This is an optimization exercise on Yosys and OpenROAD, whose aim is small area, a short achievable clock period and few clock cycles per item, not a production implementation.
In this exercise RTL edits were held to simulation tests only and were not proved equivalent to the original.
No activity file was given, so power comes from the tool's default toggle rates.

==> design.v <==
package stia_pkg;
    localparam int DEF_MAX_SLOTS    = 64;
    localparam int DEF_IDENT_BITS   = 16;
    localparam int DEF_PAYLOAD_BITS = 64;
    localparam int CFG_W       = 7;
    localparam int CMD_W       = 3;
    localparam int KEY_W       = 16;
    localparam int PAY_W       = 64;
    localparam int IDX_OUT_W   = 6;
    localparam int ID_OUT_W    = 16;
    localparam int IN_TDATA_W  = 80;
    localparam int OUT_TDATA_W = 88;
    localparam logic [CFG_W-1:0] ACTIVE_RESET = 7'd64;
    localparam logic [CMD_W-1:0] CMD_CLEAR  = 3'd0;
    localparam logic [CMD_W-1:0] CMD_ADD    = 3'd1;
    localparam logic [CMD_W-1:0] CMD_REMOVE = 3'd2;
    localparam logic [CMD_W-1:0] CMD_MODIFY = 3'd3;
    localparam logic [CMD_W-1:0] CMD_FIND   = 3'd4;
    localparam logic [1:0] ST_IDLE = 2'd0;
    localparam logic [1:0] ST_SCAN = 2'd1;
    localparam logic [1:0] ST_DONE = 2'd2;
endpackage
module stia_store #(
    parameter int DEPTH  = 64,
    parameter int ID_W   = 16,
    parameter int DATA_W = 64
) (
    input  logic              aclk,
    input  logic [DEPTH-1:0]  ident_we,
    input  logic [ID_W-1:0]   wr_ident,
    input  logic [DEPTH-1:0]  data_we,
    input  logic [DATA_W-1:0] wr_data,
    input  logic [ID_W-1:0]   cmp_key,
    output logic [DEPTH-1:0]  eq,
    input  logic [DEPTH-1:0]  rd_sel,
    output logic [DATA_W-1:0] rd_data
);
    logic [ID_W-1:0]   ident_q [DEPTH];
    logic [DATA_W-1:0] data_q  [DEPTH];
    for (genvar i = 0; i < DEPTH; i++) begin : g_slot
        always_ff @(posedge aclk) begin
            if (ident_we[i]) begin
                ident_q[i] <= wr_ident;
            end
            if (data_we[i]) begin
                data_q[i] <= wr_data;
            end
        end
        assign eq[i] = (ident_q[i] == cmp_key);
    end
    always_comb begin
        rd_data = '0;
        for (int i = 0; i < DEPTH; i++) begin
            rd_data = rd_data | (data_q[i] & {DATA_W{rd_sel[i]}});
        end
    end
endmodule
module slot_table_with_id_alloc_top #(
    parameter int MAX_SLOTS    = stia_pkg::DEF_MAX_SLOTS,
    parameter int IDENT_BITS   = stia_pkg::DEF_IDENT_BITS,
    parameter int PAYLOAD_BITS = stia_pkg::DEF_PAYLOAD_BITS
) (
    input  logic                               aclk,
    input  logic                               aresetn,
    input  logic                               cfg_wr_en,
    input  logic [stia_pkg::CFG_W-1:0]         cfg_wr_data,
    input  logic                               s_tvalid,
    output logic                               s_tready,
    input  logic [stia_pkg::IN_TDATA_W-1:0]    s_tdata,   
    input  logic [stia_pkg::CMD_W-1:0]         s_tuser,   
    output logic                               m_tvalid,
    input  logic                               m_tready,
    output logic [stia_pkg::OUT_TDATA_W-1:0]   m_tdata,   
    output logic                               m_tuser    
);
    localparam int N     = MAX_SLOTS;
    localparam int IDX_W = $clog2(MAX_SLOTS);
    localparam int LVL   = $clog2(MAX_SLOTS);
    localparam int IW    = IDENT_BITS;
    localparam int PW    = PAYLOAD_BITS;
    localparam int CW    = stia_pkg::CFG_W;
    logic [CW-1:0] active_reg;
    logic [N-1:0]  act_mask;
    always_ff @(posedge aclk) begin
        if (!aresetn) begin
            active_reg <= stia_pkg::ACTIVE_RESET;
        end else if (cfg_wr_en) begin
            active_reg <= cfg_wr_data;
        end
    end
    always_comb begin
        for (int i = 0; i < N; i++) begin
            act_mask[i] = ((CW + 1)'(i) < (CW + 1)'(active_reg));
        end
    end
    logic run;           
    logic o_vld;
    assign run      = !o_vld || m_tready;
    assign s_tready = run;
    logic                       i_vld;
    logic [stia_pkg::CMD_W-1:0] i_cmd;
    logic [IW-1:0]              i_key;
    logic [PW-1:0]              i_pay;
    assign i_vld = s_tvalid;
    assign i_cmd = s_tuser;
    assign i_key = s_tdata[stia_pkg::KEY_W-1:0];
    assign i_pay = s_tdata[stia_pkg::KEY_W +: PW];
    logic i_add, i_srch, i_rem, i_mod, i_clr;
    assign i_add  = i_vld && (i_cmd == stia_pkg::CMD_ADD);
    assign i_rem  = i_vld && (i_cmd == stia_pkg::CMD_REMOVE);
    assign i_mod  = i_vld && (i_cmd == stia_pkg::CMD_MODIFY);
    assign i_srch = i_vld && ((i_cmd == stia_pkg::CMD_REMOVE) ||
                              (i_cmd == stia_pkg::CMD_MODIFY) ||
                              (i_cmd == stia_pkg::CMD_FIND));
    assign i_clr  = i_vld && (i_cmd == stia_pkg::CMD_CLEAR) && act_mask[0];
    logic [N-1:0]  valid_reg;
    logic [IW-1:0] nid_reg;
    logic [N-1:0]  ident_we, data_we;
    logic [N-1:0]  eq;
    logic [N-1:0]  rd_sel;
    logic [PW-1:0] rd_data;
    logic          e_vld, e_add, e_rem, e_mod, e_clr;
    logic [IW-1:0] e_key;
    logic [PW-1:0] e_pay;
    logic [N-1:0]  e_cand;
    logic [N-1:0]  first;
    logic [N-1:0]  valid_next;
    logic          key_eq_new;
    logic [N-1:0]  cand_next;
    assign key_eq_new = (i_key == nid_reg);
    always_comb begin
        for (int i = 0; i < N; i++) begin
            if (i_add) begin
                cand_next[i] = act_mask[i] && !valid_next[i];
            end else begin
                cand_next[i] = act_mask[i] && i_srch && valid_next[i] &&
                               (ident_we[i] ? key_eq_new : eq[i]);
            end
        end
    end
    always_ff @(posedge aclk) begin
        if (!aresetn) begin
            e_vld <= 1'b0;
            e_add <= 1'b0;
            e_rem <= 1'b0;
            e_mod <= 1'b0;
            e_clr <= 1'b0;
        end else if (run) begin
            e_vld <= i_vld;
            e_add <= i_add;
            e_rem <= i_rem;
            e_mod <= i_mod;
            e_clr <= i_clr;
        end
    end
    always_ff @(posedge aclk) begin
        if (run) begin
            e_key  <= i_key;
            e_pay  <= i_pay;
            e_cand <= cand_next;
        end
    end
    logic [N-1:0] pre [LVL+1];
    logic         hit;
    logic [IDX_W-1:0] hit_idx;
    always_comb begin
        pre[0] = e_cand;
        for (int k = 0; k < LVL; k++) begin
            for (int i = 0; i < N; i++) begin
                if (i >= (1 << k)) begin
                    pre[k+1][i] = pre[k][i] | pre[k][i - (1 << k)];
                end else begin
                    pre[k+1][i] = pre[k][i];
                end
            end
        end
        first = e_cand & ~{pre[LVL][N-2:0], 1'b0};
        hit   = pre[LVL][N-1];
        hit_idx = '0;
        for (int i = 0; i < N; i++) begin
            if (first[i]) begin
                hit_idx = hit_idx | IDX_W'(i);
            end
        end
    end
    assign ident_we = first & {N{run && e_add}};
    assign data_we  = first & {N{run && (e_add || e_mod)}};
    always_comb begin
        if (e_clr) begin
            valid_next = valid_reg & ~act_mask;
        end else begin
            valid_next = valid_reg ^ (first & {N{e_add || e_rem}});
        end
    end
    always_ff @(posedge aclk) begin
        if (!aresetn) begin
            valid_reg <= '0;
            nid_reg   <= IW'(1);
        end else if (run) begin
            valid_reg <= valid_next;
            if (e_add && hit) begin
                nid_reg <= nid_reg + IW'(1);
            end
        end
    end
    logic             r_vld, r_ok, r_hit;
    logic [IDX_W-1:0] r_idx;
    logic [N-1:0]     r_sel;
    logic [IW-1:0]    r_id;
    always_ff @(posedge aclk) begin
        if (!aresetn) begin
            r_vld <= 1'b0;
        end else if (run) begin
            r_vld <= e_vld;
        end
    end
    always_ff @(posedge aclk) begin
        if (run) begin
            r_ok  <= hit || e_clr;
            r_hit <= hit;
            r_idx <= hit_idx;
            r_sel <= first;
            r_id  <= e_add ? nid_reg : e_key;
        end
    end
    assign rd_sel = r_sel;
    stia_store #(
        .DEPTH  (N),
        .ID_W   (IW),
        .DATA_W (PW)
    ) u_store (
        .aclk     (aclk),
        .ident_we (ident_we),
        .wr_ident (nid_reg),
        .data_we  (data_we),
        .wr_data  (e_pay),
        .cmp_key  (i_key),
        .eq       (eq),
        .rd_sel   (rd_sel),
        .rd_data  (rd_data)
    );
    logic [stia_pkg::IDX_OUT_W-1:0] res_idx;
    logic [stia_pkg::ID_OUT_W-1:0]  res_id;
    logic [stia_pkg::PAY_W-1:0]     res_pay;
    assign res_idx = stia_pkg::IDX_OUT_W'(r_idx);
    assign res_id  = r_hit ? stia_pkg::ID_OUT_W'(r_id) : '0;
    assign res_pay = stia_pkg::PAY_W'(rd_data);
    logic                           o_ok;
    logic [stia_pkg::IDX_OUT_W-1:0] o_idx;
    logic [stia_pkg::ID_OUT_W-1:0]  o_id;
    logic [stia_pkg::PAY_W-1:0]     o_pay;
    always_ff @(posedge aclk) begin
        if (!aresetn) begin
            o_vld <= 1'b0;
        end else if (run) begin
            o_vld <= r_vld;
        end
    end
    always_ff @(posedge aclk) begin
        if (run) begin
            o_ok  <= r_ok;
            o_idx <= res_idx;
            o_id  <= res_id;
            o_pay <= res_pay;
        end
    end
    assign m_tvalid = o_vld;
    assign m_tuser  = o_ok;
    assign m_tdata  = {2'b00, o_pay, o_id, o_idx};
endmodule
==> run.sh <==
#!/bin/bash
# synth_recipe.tcl (not shown) runs the flow's synth.tcl, then flattens the netlist and writes it again
# the make line also repeats each setting of config.mk as NAME=value (left out here)
make -C /OpenROAD-flow-scripts/flow DESIGN_CONFIG=/design/flow/config.mk WORK_HOME=/design/flow/orfs CLKGATE_MAP_FILE= SYNTH_SCRIPT=/design/flow/synth_recipe.tcl finish
==> config.mk <==
export PLATFORM = sky130hd
export DESIGN_NAME = slot_table_with_id_alloc_top
export DESIGN_NICKNAME = slot_table_with_id_alloc_top
export VERILOG_FILES = /design/flow/design.v
export SDC_FILE = /design/flow/constraint.sdc
export NUM_CORES = 4
export LEC_CHECK = 0
export CAP_MARGIN = 20
export CORE_MARGIN = 2
export CORE_UTILIZATION = 45
export CTS_CLUSTER_DIAMETER = 100
export CTS_CLUSTER_SIZE = 24
export PLACE_DENSITY = 0.5
export SETUP_SLACK_MARGIN = 1.8
export SLEW_MARGIN = 20
==> constraint.sdc <==
create_clock -name core_clock -period 5.0 [get_ports {aclk}]
set_input_delay 1.0000 -clock core_clock [delete_from_list [all_inputs] [get_ports {aclk}]]
set_output_delay 1.0000 -clock core_clock [all_outputs]
set_load 0.01 [all_outputs]
==> run notes, run 1 <==
LEAKAGE=73.6 nW; vias in the first global route=120000; Final Hold Vio Count=0; DR iter-0 viols=27100; CP Launch Type=flop; filler cell count=36900; sequential element share of the synthesized area=0.799; PnR worst setup slack=1670 ps; critical path's most frequent cell=buf_4; Post-Route WL=921000 um; Yosys reg bits=5533; maximum clock insertion buffer count=4; Setup TNS=0 ps; final std cells w/o fill=18200; Async SR Flop Fraction=0; pwr dens=355 nW/um2; Die Y=682 um; Syn Area/Cell=18.3 um2; Die ar.=465000 um2; worst vdd ir=0.341 mV; GRT busiest layer=met2; WP data required=5690 ps; Total GRT Usage=0.384; CTS Buf Count=272; hold_buf cts=0; Post-synth EDFFs=5439; GPL Wtd Cong=0.913; Worst EP arrival=4020 ps; Core ar.=457000 um2; H-tree Lvls=5; most common cell after layout, fill and taps aside=edfxtp_1; worst reg2reg startpoint=r_sel[2]$_DFFE_PN_; starting density of the core=0.453; count of final setup violators=0; wire per inst=50.5 um; min Tclk post-route=3330 ps; Slew headroom=0.248; most frequent cells in the layout=edfxtp_1 (5439), a22o_1 (1024), a221oi_1 (1002); Synth Instances=11300; fmax=300 MHz; Post-synth top flop=edfxtp_1; Nets=12100; clk latency of the worst-skew pair=1040 ps; largest net degree at the start of global routing=100; Max Cap Viol=0; Die W=682 um; dpl ws=629 ps; HP Start=s_tdata[10]; Cell Area, Synth=207000 um2; final worst-path cycle share=0.667; DPL Wire Length=473000 um; Final Power=83.2 mW; clk root buf=clkbuf_16; Inst Count DP=17600; crit path capture type=flop; routed vias/inst=7.15; worst slew pin tran=1130 ps; max reg flops=4096; Post-DRT Antenna Nets=0; synthesis-to-finish area growth=13.4%; total grt overflow=0; WHS Path Cells=1; share of layout cells above drive strength 1=0.130; CP max-delay cell=or4_1; met2 usage=0.604; Max Fanout on Critical Path=21; Ports=186; Ys Warns=5; largest registers=u_store.data_q x4096, u_store.ident_q x1024; num rows=248; drc violations=0; initial antenna violation count=72; met3 Resource Use GR=0.0764; CTS clk-pin slew, worst paths=100 ps; finished layout cell area=234000 um2; Pre-antenna DRT Iters=7; global-route track usage on met1=0.515; placed instance area=222000 um2; CTS tree=yes; DR vias=130000; CP startpoint=r_sel[2]$_DFFE_PN_; CP peak stage delay=800 ps; kind of critical path=reg -> reg; Final Max Tran Viols=0; status=finished clean; IO buf count=183; r2r worst-path depth=5; crit path cell chain=buf_4 -> buf_4 -> a221oi_2 -> nand4_1 -> or4_1; Reg with most FFs=u_store.data_q; first-pass GRT wire length=1180000 um; Distinct cells, synth=77; Sink Count=5533; HP Class=in -> reg; RSZ-0062 raised after global routing=true; Final Skew=91.6 ps
-- cell usage after synthesis, types with 5 or more instances --
cell	count	area share
nand2_1	117	0.0021
buf_2	22	0.00053
xor2_1	432	0.018
and3_1	9	0.00027
xnor2_1	622	0.026
nand2b_1	6	0.00018
mux2_2	28	0.0015
or2_2	13	0.00039
nor3b_1	8	0.00029
dfxtp_1	94	0.0091
nand3_1	56	0.0014
nor4b_1	9	0.00038
nor2b_1	5	0.00015
nand3b_1	10	0.00036
o221ai_1	11	0.00047
a221oi_1	1025	0.043
or4_1	79	0.0029
o21a_1	5	0.00018
nor2_1	324	0.0059
o211ai_1	11	0.00040
o31a_1	8	0.00034
a22o_1	1024	0.043
edfxtp_1	5439	0.79
a31oi_1	6	0.00018
and2_1	25	0.00076
buf_1	247	0.0045
o21ai_0	71	0.0017
inv_1	48	0.00087
or3_1	24	0.00073
nor4_2	5	0.00030
nor4_1	192	0.0058
a21o_1	7	0.00025
a21oi_1	103	0.0025
a211oi_1	26	0.00094
nand4_1	467	0.014
o31ai_1	25	0.00091
and4_1	5	0.00021
nor3_1	115	0.0028
nand4b_1	10	0.00042
clkbuf_1	409	0.0074
or4b_1	5	0.00024
mux2i_1	87	0.0042
-- repair_timing --
item	in CTS	in global routing
pin swaps	53	29
setup buffers	147	55
gates resized for setup	182	84
gates cloned	35	18
setup endpoints to repair	4099	1400
-- per-layer routing --
layer / routed length, um / vias up
met4: 55500 / 20
met5: 159 / -
met1: 333000 / 69600
met2: 421000 / 10900
li1: - / 47900
met3: 111000 / 2000
-- stage by stage --
| stage | utilization | hold WS (ps) |
|---|---|---|
| floorplan | - | 400 |
| global placement | 0.485 | 406 |
| detailed placement | 0.486 | 422 |
| CTS | 0.510 | 333 |
| global route | 0.513 | 367 |
| finish | 0.513 | 404 |
-- cell families after synthesis --
| kind of cell | count (synthesis) | synth area share |
|---|---|---|
| buffers and inverters | 732 | 0.0135 |
| AO/OA/AOI/OAI | 2352 | 0.0960 |
| multiplexers | 117 | 0.00587 |
| adder cells (fa/ha/maj) | 1 | 0.0000605 |
| AND/OR/NAND/NOR | 1503 | 0.0407 |
| flip-flops | 5533 | 0.799 |
| other | 1 | 0.0000181 |
| XOR/XNOR | 1054 | 0.0447 |
-- path summary, 6_finish.rpt --
path	endpoint	slack, ps
setup / recovery	o_pay[10]$_DFFE_PN_	1670
hold / removal	e_key[10]$_DFFE_PN_	400
setup reg to reg	o_pay[10]$_DFFE_PN_	1670
hold reg to reg	o_ok$_DFFE_PN_	450
-- worst max-delay path, delay by kind of cell, from the launching register on --
family,cells,cell delay [ps]
AND/OR/NAND/NOR,2,1120
buffers and inverters,2,780
flip-flops,1,600
AO/OA/AOI/OAI,1,460
-- final cells by class --
| type | instances | area [um2] | share of cell area |
|---|---|---|---|
| Timing Repair Buffer | 1126 | 13500 | 0.0576 |
| Tap cell | 6125 | 7660 | 0.0327 |
| Clock inverter | 29 | 315 | 0.00134 |
| Antenna cell | 46 | 115 | 0.000491 |
| Clock buffer | 305 | 7110 | 0.0303 |
| Multi-Input combinational cell | 5030 | 40300 | 0.172 |
| Inverter | 50 | 204 | 0.000870 |
| Sequential cell | 5533 | 165000 | 0.705 |
-- where the power goes --
group	total [mW]	internal, mW	leakage [nW]	switching [mW]
Combinational	6.43	1.89	19.1	4.54
Clock	25.3	10.3	3.63	15.0
Sequential	51.4	51.2	50.9	0.261
Total	83.2	63.4	73.6	19.8
Testbench counts, summed over its fixed seeds: cycles 8,024, items 8,000.
==> run 2: changes to the inputs <==
--- a/config.mk
+++ b/config.mk
@@ -7,9 +7,9 @@
 export LEC_CHECK = 0
 export CAP_MARGIN = 20
 export CORE_MARGIN = 2
-export CORE_UTILIZATION = 45
+export CORE_UTILIZATION = 52
 export CTS_CLUSTER_DIAMETER = 100
 export CTS_CLUSTER_SIZE = 24
-export PLACE_DENSITY = 0.5
-export SETUP_SLACK_MARGIN = 1.8
+export PLACE_DENSITY = 0.62
+export SETUP_SLACK_MARGIN = 1.9
 export SLEW_MARGIN = 20
==> run 2 against run 1 <==
First-iteration DRC count is 18% higher. Largest cell class unchanged. Clock skew is 23 ps higher. Largest power group unchanged. Critical endpoint unchanged. Cell area rose by 1.6%. Maximum frequency down 1.8%. Still clean. Sequential power about the same. Via count grew 4.4%.
==> run notes, run 2 <==
most frequent cells in the layout=edfxtp_1 (5439), a22o_1 (1024), a221oi_1 (1009); status=finished clean; starting density of the core=0.522 (+0.0695); pwr dens=350 nW/um2 (-1.4%); final worst-path cycle share=0.679 (+0.0125); DPL Wire Length=419000 um (-11%); synthesis-to-finish area growth=15.2%; GPL Wtd Cong=0.925 (+1.3%); Distinct cells, synth=77 (unchanged); worst slew pin tran=1370 ps (+245 ps); RSZ-0062 raised after global routing=true; most frequent cells after synthesis=edfxtp_1 (5439), a221oi_1 (1025), a22o_1 (1024), xnor2_1 (622), nand4_1 (467); sequential element share of the synthesized area=0.799 (unchanged); Sink Count=5533 (unchanged); vias in the first global route=122000 (+1.9%); clk latency of the worst-skew pair=1040 ps (about the same); Total GRT Usage=0.429 (+0.0446); maximum clock insertion buffer count=4 (unchanged); Final Max Tran Viols=0 (unchanged); initial antenna violation count=81 (+13%); crit path capture type=flop; Syn Area/Cell=18.3 um2 (unchanged); area share of the largest cell type after synthesis=0.790 (unchanged); Inst Count DP=16600 (-5.8%); Max Fanout on Critical Path=64 (+200%); count of final setup violators=0 (unchanged); Die Y=635 um (-6.9%); filler cell count=28300 (-23%); largest net degree at the start of global routing=120 (+20%); Setup TNS=0 ps (unchanged); first-pass GRT wire length=1140000 um (-3.1%); Final Power=83.3 mW (+0.16%); DR vias=136000 (+4.4%); Post-DRT Antenna Nets=0 (unchanged); Final Skew=115 ps (+23.1 ps); Reg with most FFs=u_store.data_q; Final Hold Vio Count=0 (unchanged); Post-synth top flop=edfxtp_1; clk root buf=clkbuf_16; Max Cap Viol=0 (unchanged); routed vias/inst=7.76 (+8.5%); share of layout cells above drive strength 1=0.145 (+0.0150); count leader, synth=edfxtp_1; hold_buf cts=0 (unchanged); CTS tree=yes; crit path cell chain=buf_12 -> a221oi_1 -> nand4_1 -> or4_1; min Tclk post-route=3390 ps (+62.3 ps); drc violations=0 (unchanged); kind of critical path=reg -> reg; max reg flops=4096 (unchanged); Yosys reg bits=5533 (unchanged); Post-Route WL=914000 um (-0.67%); Die ar.=403000 um2 (-13%); worst hold slack=439 ps (+35.1 ps); Die W=635 um (-6.9%); Worst EP arrival=4140 ps (+120 ps); CP Launch Type=flop; Ys Warns=5 (unchanged); fmax=295 MHz (-1.8%); HP Class=reg -> reg; Core ar.=396000 um2 (-13%); CP peak stage delay=920 ps (+120 ps); H-tree Lvls=5 (unchanged); cell taking the most area after synthesis=edfxtp_1; wire per inst=52.1 um (+3.2%); Async SR Flop Fraction=0 (unchanged); Ports=186 (unchanged); Synth Instances=11300 (unchanged); Synth area leaders=edfxtp_1 (79%), a221oi_1 (4.3%), a22o_1 (4.3%); Cell Area, Synth=207000 um2 (unchanged); CTS Buf Count=272 (unchanged); IO buf count=183 (unchanged); CTS clk-pin slew, worst paths=110 ps (about the same); WP data required=5740 ps (+50 ps); Slew headroom=0.0850 (-0.164); DR iter-0 viols=31900 (+18%); LEAKAGE=75.7 nW (+2.8%); Nets=12300 (+1.5%); Post-synth EDFFs=5439 (unchanged); num rows=231 (-6.9%); final std cells w/o fill=17600 (-3.8%); CP max-delay cell=a221oi_1; most common cell after layout, fill and taps aside=edfxtp_1; total grt overflow=0 (unchanged); Pre-antenna DRT Iters=8 (+1); largest registers=u_store.data_q x4096, u_store.ident_q x1024; worst vdd ir=0.247 mV (-28%)
run 2: power by group:
part	leakage [nW]	internal (mW)	switching [mW]	total (mW)
Sequential	50.9	51.2	0.258	51.4
Clock	3.72	10.5	14.8	25.3
Combinational	21.1	1.96	4.62	6.58
Total	75.7	63.6	19.7	83.3
run 2: timing repair:
item                        CTS  global route
pin swaps                    86            61
gates resized for setup     272           275
setup endpoints to repair  4256          2571
cloned                       65           103
setup buffers               247           163
run 2: per-stage QoR:
step	util	instance area, um2	setup WS (ps)
after global placement	0.554	219000	296
final	0.601	238000	1610
after CTS	0.588	233000	1740
after floorplan	-	207000	772
after global routing	0.601	238000	1740
after detailed placement	0.554	219000	338
run 2: critical path, delay by kind of cell, from the launching register on:
kind | cells | cell delay (ps)
buffers and inverters | 1 | 210
AO/OA/AOI/OAI | 1 | 920
flip-flops | 1 | 430
AND/OR/NAND/NOR | 2 | 1100
run 2: area by class of cell:
| type | count | area [um2] | share of cell area |
|---|---|---|---|
| multi-input combinational | 5031 | 40600 | 0.170 |
| timing repair inverter | 1 | 8.76 | 0.0000368 |
| antenna | 46 | 115 | 0.000483 |
| inverter | 50 | 220 | 0.000925 |
| tap | 5242 | 6560 | 0.0275 |
| timing repair buffer | 1307 | 17800 | 0.0748 |
| sequential | 5533 | 165000 | 0.694 |
| clock inverter | 30 | 487 | 0.00204 |
| clock buffer | 315 | 7140 | 0.0300 |
run 2: final timing paths:
path                  startpoint  cells past startpoint  slack, ps                   to
max          r_sel[53]$_DFFE_PN_                      4       1610  o_pay[10]$_DFFE_PN_
min               r_ok$_DFFE_PN_                      0        440       o_ok$_DFFE_PN_
max reg2reg  r_sel[53]$_DFFE_PN_                      4       1610  o_pay[10]$_DFFE_PN_
min reg2reg       r_ok$_DFFE_PN_                      0        440       o_ok$_DFFE_PN_
run 2: logic make-up (layout without fill, tap and decap cells):
logic type	after synthesis	in the layout	share of synthesized area
xor+xnor	1054	1054	0.0447
simple gates	1503	1505	0.0407
flops	5533	5533	0.799
other cells	1	48	0.0000181
fa+ha+maj	1	1	0.0000605
compound gates	2352	2352	0.0960
buf+inv	732	1703	0.0135
mux	117	117	0.00587
run 2: routing by layer:
metal,routed length (um),track usage,up-vias
li1,-,-,48400
met1,291000,0.553,68900
met2,382000,0.627,15000
met3,155000,0.135,3772
met4,85800,0.287,40
met5,873,0,-
==> run 3: changes to the inputs <==
--- a/design.v
+++ b/design.v
@@ -123,19 +123,38 @@
     logic [IW-1:0] e_key;
     logic [PW-1:0] e_pay;
     logic [N-1:0]  e_cand;
-    logic [N-1:0]  first;
+    logic [N-1:0]  first;         
+    logic [N-1:0]  lower;         
     logic [N-1:0]  valid_next;
-    logic          key_eq_new;
+    logic          key_eq_new;    
+    logic          key_eq_r;      
+    logic          r_add;
     logic [N-1:0]  cand_next;
+    logic [N-1:0]  valid_n0, valid_n1, cand_n0, cand_n1;
     assign key_eq_new = (i_key == nid_reg);
-    always_comb begin
-        for (int i = 0; i < N; i++) begin
+    assign key_eq_r   = (i_key == r_id);
+    always_comb begin
+        for (int i = 0; i < N; i++) begin
+            valid_n0[i] = e_clr ? (valid_reg[i] && !act_mask[i]) : valid_reg[i];
             if (i_add) begin
-                cand_next[i] = act_mask[i] && !valid_next[i];
+                cand_n0[i] = act_mask[i] && !valid_n0[i];
             end else begin
-                cand_next[i] = act_mask[i] && i_srch && valid_next[i] &&
-                               (ident_we[i] ? key_eq_new : eq[i]);
-            end
+                cand_n0[i] = act_mask[i] && i_srch && valid_n0[i] &&
+                             (ident_we[i] ? key_eq_r : eq[i]);
+            end
+            valid_n1[i] = valid_reg[i] ^ (e_add || e_rem);
+            if (i_add) begin
+                cand_n1[i] = act_mask[i] && !valid_n1[i];
+            end else begin
+                cand_n1[i] = act_mask[i] && i_srch && valid_n1[i] &&
+                             (e_add ? key_eq_new : (ident_we[i] ? key_eq_r : eq[i]));
+            end
+        end
+    end
+    always_comb begin
+        for (int i = 0; i < N; i++) begin
+            valid_next[i] = first[i] ? valid_n1[i] : valid_n0[i];
+            cand_next[i]  = lower[i] ? cand_n0[i] : (e_cand[i] ? cand_n1[i] : cand_n0[i]);
         end
     end
     always_ff @(posedge aclk) begin
@@ -162,7 +181,6 @@
     end
     logic [N-1:0] pre [LVL+1];
     logic         hit;
-    logic [IDX_W-1:0] hit_idx;
     always_comb begin
         pre[0] = e_cand;
         for (int k = 0; k < LVL; k++) begin
@@ -174,23 +192,9 @@
                 end
             end
         end
-        first = e_cand & ~{pre[LVL][N-2:0], 1'b0};
-        hit   = pre[LVL][N-1];
-        hit_idx = '0;
-        for (int i = 0; i < N; i++) begin
-            if (first[i]) begin
-                hit_idx = hit_idx | IDX_W'(i);
-            end
-        end
-    end
-    assign ident_we = first & {N{run && e_add}};
-    assign data_we  = first & {N{run && (e_add || e_mod)}};
-    always_comb begin
-        if (e_clr) begin
-            valid_next = valid_reg & ~act_mask;
-        end else begin
-            valid_next = valid_reg ^ (first & {N{e_add || e_rem}});
-        end
+        lower = {pre[LVL][N-2:0], 1'b0};
+        first = e_cand & ~lower;
+        hit   = |e_cand;
     end
     always_ff @(posedge aclk) begin
         if (!aresetn) begin
@@ -203,27 +207,34 @@
             end
         end
     end
-    logic             r_vld, r_ok, r_hit;
+    logic             r_vld, r_ok, r_hit, r_pw;
     logic [IDX_W-1:0] r_idx;
     logic [N-1:0]     r_sel;
     logic [IW-1:0]    r_id;
+    logic [PW-1:0]    r_pay;
     always_ff @(posedge aclk) begin
         if (!aresetn) begin
             r_vld <= 1'b0;
-        end else if (run) begin
+            r_pw  <= 1'b0;
+            r_add <= 1'b0;
+        end else if (run) begin
+            r_add <= hit && e_add;
             r_vld <= e_vld;
+            r_pw  <= hit && (e_add || e_mod);
         end
     end
     always_ff @(posedge aclk) begin
         if (run) begin
             r_ok  <= hit || e_clr;
             r_hit <= hit;
-            r_idx <= hit_idx;
             r_sel <= first;
             r_id  <= e_add ? nid_reg : e_key;
+            r_pay <= e_pay;
         end
     end
     assign rd_sel = r_sel;
+    assign data_we  = rd_sel & {N{run && r_pw}};
+    assign ident_we = rd_sel & {N{run && r_add}};
     stia_store #(
         .DEPTH  (N),
         .ID_W   (IW),
@@ -231,9 +242,9 @@
     ) u_store (
         .aclk     (aclk),
         .ident_we (ident_we),
-        .wr_ident (nid_reg),
+        .wr_ident (r_id),
         .data_we  (data_we),
-        .wr_data  (e_pay),
+        .wr_data  (r_pay),
         .cmp_key  (i_key),
         .eq       (eq),
         .rd_sel   (rd_sel),
@@ -242,9 +253,17 @@
     logic [stia_pkg::IDX_OUT_W-1:0] res_idx;
     logic [stia_pkg::ID_OUT_W-1:0]  res_id;
     logic [stia_pkg::PAY_W-1:0]     res_pay;
+    always_comb begin
+        r_idx = '0;
+        for (int i = 0; i < N; i++) begin
+            if (r_sel[i]) begin
+                r_idx = r_idx | IDX_W'(i);
+            end
+        end
+    end
     assign res_idx = stia_pkg::IDX_OUT_W'(r_idx);
     assign res_id  = r_hit ? stia_pkg::ID_OUT_W'(r_id) : '0;
-    assign res_pay = stia_pkg::PAY_W'(rd_data);
+    assign res_pay = r_pw ? stia_pkg::PAY_W'(r_pay) : stia_pkg::PAY_W'(rd_data);
     logic                           o_ok;
     logic [stia_pkg::IDX_OUT_W-1:0] o_idx;
     logic [stia_pkg::ID_OUT_W-1:0]  o_id;
--- a/config.mk
+++ b/config.mk
@@ -6,10 +6,11 @@
 export NUM_CORES = 4
 export LEC_CHECK = 0
 export CAP_MARGIN = 20
+export CELL_PAD_IN_SITES_DETAIL_PLACEMENT = 1
+export CELL_PAD_IN_SITES_GLOBAL_PLACEMENT = 1
 export CORE_MARGIN = 2
-export CORE_UTILIZATION = 52
+export CORE_UTILIZATION = 45
 export CTS_CLUSTER_DIAMETER = 100
 export CTS_CLUSTER_SIZE = 24
-export PLACE_DENSITY = 0.62
 export SETUP_SLACK_MARGIN = 1.9
 export SLEW_MARGIN = 20
==> run 3 against run 2 <==
Utilization decreased by 9.1 points. Flip-flop and latch count rose by 60. Register-to-register slack improved by 50 ps. Still clean on timing, DRC and antenna. Clock-buffer cell count increased by 2. First-iteration DRC count down 13%. Worst hold slack worse by 100 ps. Combinational power grew 12%. Total power rose by 2.9%.
==> run notes, run 3 <==
status=finished clean; Seq pwr share=0.612 (-0.006); area share of the largest cell type after synthesis=0.782 (-0.00768); H-tree Lvls=5 (unchanged); Distinct cells, synth=81 (+5.2%); Syn Area/Cell=17.6 um2 (-3.9%); Reg with most FFs=u_store.data_q; Pre-antenna DRT Iters=7 (-1); DPL Wire Length=533000 um (+27%); count leader, synth=edfxtp_1; NetSw=20.9 mW (+6.2%); worst vdd ir=0.359 mV (+46%); pwr dens=359 nW/um2 (+2.7%); multi-input logic area=42300 um2 (+4.3%); clk root buf=clkbuf_16; PnR worst setup slack=1650 ps (+49.2 ps); CTS clk-pin slew, worst paths=100 ps (about the same); LEAKAGE=73.4 nW (-3.0%); total grt overflow=0 (unchanged); Ys Warns=5 (unchanged); Clk pwr share=0.302 (about the same); critical path's most frequent cell=nand4_1; Total GRT Usage=0.388 (-0.0414); RSZ-0062 raised after global routing=true; GPL Wtd Cong=0.895 (-3.2%); dpl ws=554 ps (+216 ps); DR iter-0 viols=27700 (-13%); fmax=299 MHz (+1.5%); CTS Buf Count=276 (+1.5%); crit path capture type=flop; CP max-delay cell=edfxtp_1; register area=167000 um2 (+1.1%); hold_buf cts=0 (unchanged); CTS tree=yes; Switching Fraction=0.244 (+0.00766); most frequent cells in the layout=edfxtp_1 (5497), a22oi_1 (1042), xnor2_1 (901); combinational share of power=0.086 (+0.007); Final Util=0.511 (-0.0906); first-pass GRT wire length=1230000 um (+7.8%); CP bufs+invs=1 (unchanged); Post-synth EDFFs=5497 (+1.1%); Die Y=689 um (+8.5%); max reg flops=4096 (unchanged); wire per inst=49.2 um (-5.6%); min Tclk post-route=3350 ps (-49.2 ps); CP peak stage delay=510 ps (-410 ps); Post-DRT Antenna Nets=0 (unchanged); clk latency of the worst-skew pair=1030 ps (about the same); Synth area leaders=edfxtp_1 (78%), xnor2_1 (3.7%), a22oi_1 (3.7%); cell taking the most area after synthesis=edfxtp_1; vias in the first global route=132000 (+8.3%); crit path cell chain=buf_12 -> a22oi_2 -> nand4_1 -> nor4_4 -> nand4_1 -> nor3_4 -> a21oi_2; initial antenna violation count=72 (-11%); Final Hold Vio Count=0 (unchanged); CP Launch Type=flop; synthesis-to-finish area growth=13.1%; Cell Area, Synth=211000 um2 (+2.1%); Die W=689 um (+8.5%); share of layout cells above drive strength 1=0.129 (-0.0157); starting density of the core=0.452 (-0.0703); kind of critical path=reg -> reg; CP top delay family=simple AND/OR/NAND/NOR gates; Max Cap Viol=0 (unchanged); routed vias/inst=7.22 (-6.9%); most frequent cells after synthesis=edfxtp_1 (5497), a22oi_1 (1048), xnor2_1 (901), nand4_1 (591), clkbuf_1 (565); IO buf count=183 (unchanged); Worst EP arrival=4060 ps (-80 ps); filler cell count=42300 (+49%); HP Class=in -> reg; finished layout cell area=239000 um2 (+0.17%); Post-Route WL=938000 um (+2.5%); placed instance area=228000 um2 (+3.8%); Nets=12800 (+4.3%); Die ar.=474000 um2 (+18%); Sink Count=5593 (+1.1%); Synth Instances=12000 (+6.2%); Setup TNS=0 ps (unchanged); Max Fanout on Critical Path=42 (-34%); Core ar.=467000 um2 (+18%); sequential element share of the synthesized area=0.792 (-0.00767); Yosys reg bits=5593 (+1.1%); num rows=251 (+8.7%); Final Max Tran Viols=0 (unchanged); most common cell after layout, fill and taps aside=edfxtp_1; drc violations=0 (unchanged); largest net degree at the start of global routing=73 (-39%); maximum clock insertion buffer count=4 (unchanged); worst slew pin tran=1270 ps (-103 ps); DR vias=138000 (+1.1%); Async SR Flop Fraction=0 (unchanged); Final Skew=82.6 ps (-32.1 ps); Slew headroom=0.153 (+0.0684); WP data required=5710 ps (-30 ps); P_int=64.8 mW (+1.9%); Ports=186 (unchanged); Post-synth top flop=edfxtp_1; final worst-path cycle share=0.669 (-0.00985); largest registers=u_store.data_q x4096, u_store.ident_q x1024; count of final setup violators=0 (unchanged)
run 3: final timing paths:
| check | start | end | slack (ps) | cells after the start |
|---|---|---|---|---|
| worst max-delay path | r_sel[6]$_DFFE_PN_ | o_pay[55]$_DFFE_PN_ | 1650 | 7 |
| worst max register to register | r_sel[6]$_DFFE_PN_ | o_pay[55]$_DFFE_PN_ | 1650 | 7 |
| worst min-delay path | s_tdata[8] | e_key[8]$_DFFE_PN_ | 340 | 1 |
| worst min register to register | e_pay[13]$_DFFE_PN_ | r_pay[13]$_DFFE_PN_ | 410 | 0 |
run 3: kinds of logic after synthesis:
logic type               Yosys count  share of synthesized area
AND/OR/NAND/NOR                 1804                     0.0487
XOR/XNOR                        1070                     0.0444
other                              1                  0.0000178
multiplexers                     136                    0.00662
adder cells (fa/ha/maj)            1                  0.0000593
buffers and inverters            851                     0.0153
AO/OA/AOI/OAI                   2539                     0.0933
flip-flops                      5593                      0.792
run 3: what timing repair did:
action                     CTS  global route
pin swaps                   29            41
setup endpoints to repair  199           119
gates resized for setup    169           136
gates cloned                 2             2
buffers inserted           109            62
run 3: per-layer routing:
layer  vias up  GRT usage  share of wire
met5         -          0        0.00020
met4        28      0.223          0.070
met3      2483     0.0875           0.13
met2     11700      0.590           0.44
met1     73000      0.515           0.36
li1      50300          -              -
run 3: power groups by stage:
stage / combinational (mW) / sequential [mW] / clock, mW
after global placement: 6.58 / 53.5 / 0
after global routing: 7.44 / 52.4 / 27.2
final: 7.39 / 52.4 / 25.9
after floorplan: 2.37 / 53.8 / 0
after CTS: 7.01 / 52.4 / 25.9
after detailed placement: 6.69 / 53.5 / 0
run 3: final cells by class:
class                           instances  area share
Antenna cell                           68    0.000713
Clock buffer                          317      0.0303
Clock inverter                         32     0.00194
Inverter                              105     0.00174
Multi-Input combinational cell       5552       0.177
Sequential cell                      5593       0.700
Tap cell                             6198      0.0325
Timing Repair Buffer                 1191      0.0555
Timing Repair inverter                  1   0.0000367
run 3: stage by stage:
step / total power, mW / hold slack [ps] / cells
after detailed placement: 60.2 / 405 / 18500
final: 85.7 / 339 / 19100
after floorplan: 56.2 / 400 / 12000
after CTS: 85.3 / 275 / 18900
after global placement: 60.1 / 402 / 18500
after global routing: 87.1 / 313 / 19000
Testbench counts of run 3, summed over its fixed seeds: cycles 8,024, items 8,000.

-- separate check: timing with driven ports --
The results above use ideal ports. As a check the final layouts listed here were re-extracted and re-timed, cells and wires unchanged.
Step 1 assumes that a clkbuf_16 drives the clock port and a buf_2 every other input.
Step 2 adds t to the input delays and takes it off the output delays; t is the mean of the earliest and latest rising clock arrival at the registers after step 1. Input paths then give back, and output paths get back, about the clock's delay inside the block.
Three values: ideal, step 1, step 2; two values: the first two.
run	t (ns)	setup slack, ns	worst hold slack (ns)	worst setup path after step 2	worst slew at a driven data input, ns
run 1	1.112	1.667 / 1.667 / 0.827	0.404 / 0.320 / 0.451	input to register	0.16
run 2	1.096	1.605 / 1.605 / 1.043	0.439 / 0.373 / 0.439	input to register	0.11
run 3	1.131	1.654 / 1.654 / 0.830	0.339 / 0.235 / 0.411	input to register	0.08
After both steps setup and hold are still met in every run listed. The setup slack of run 1, which loses most, moves by 0.000 ns with the drivers and by -0.840 ns with both steps.
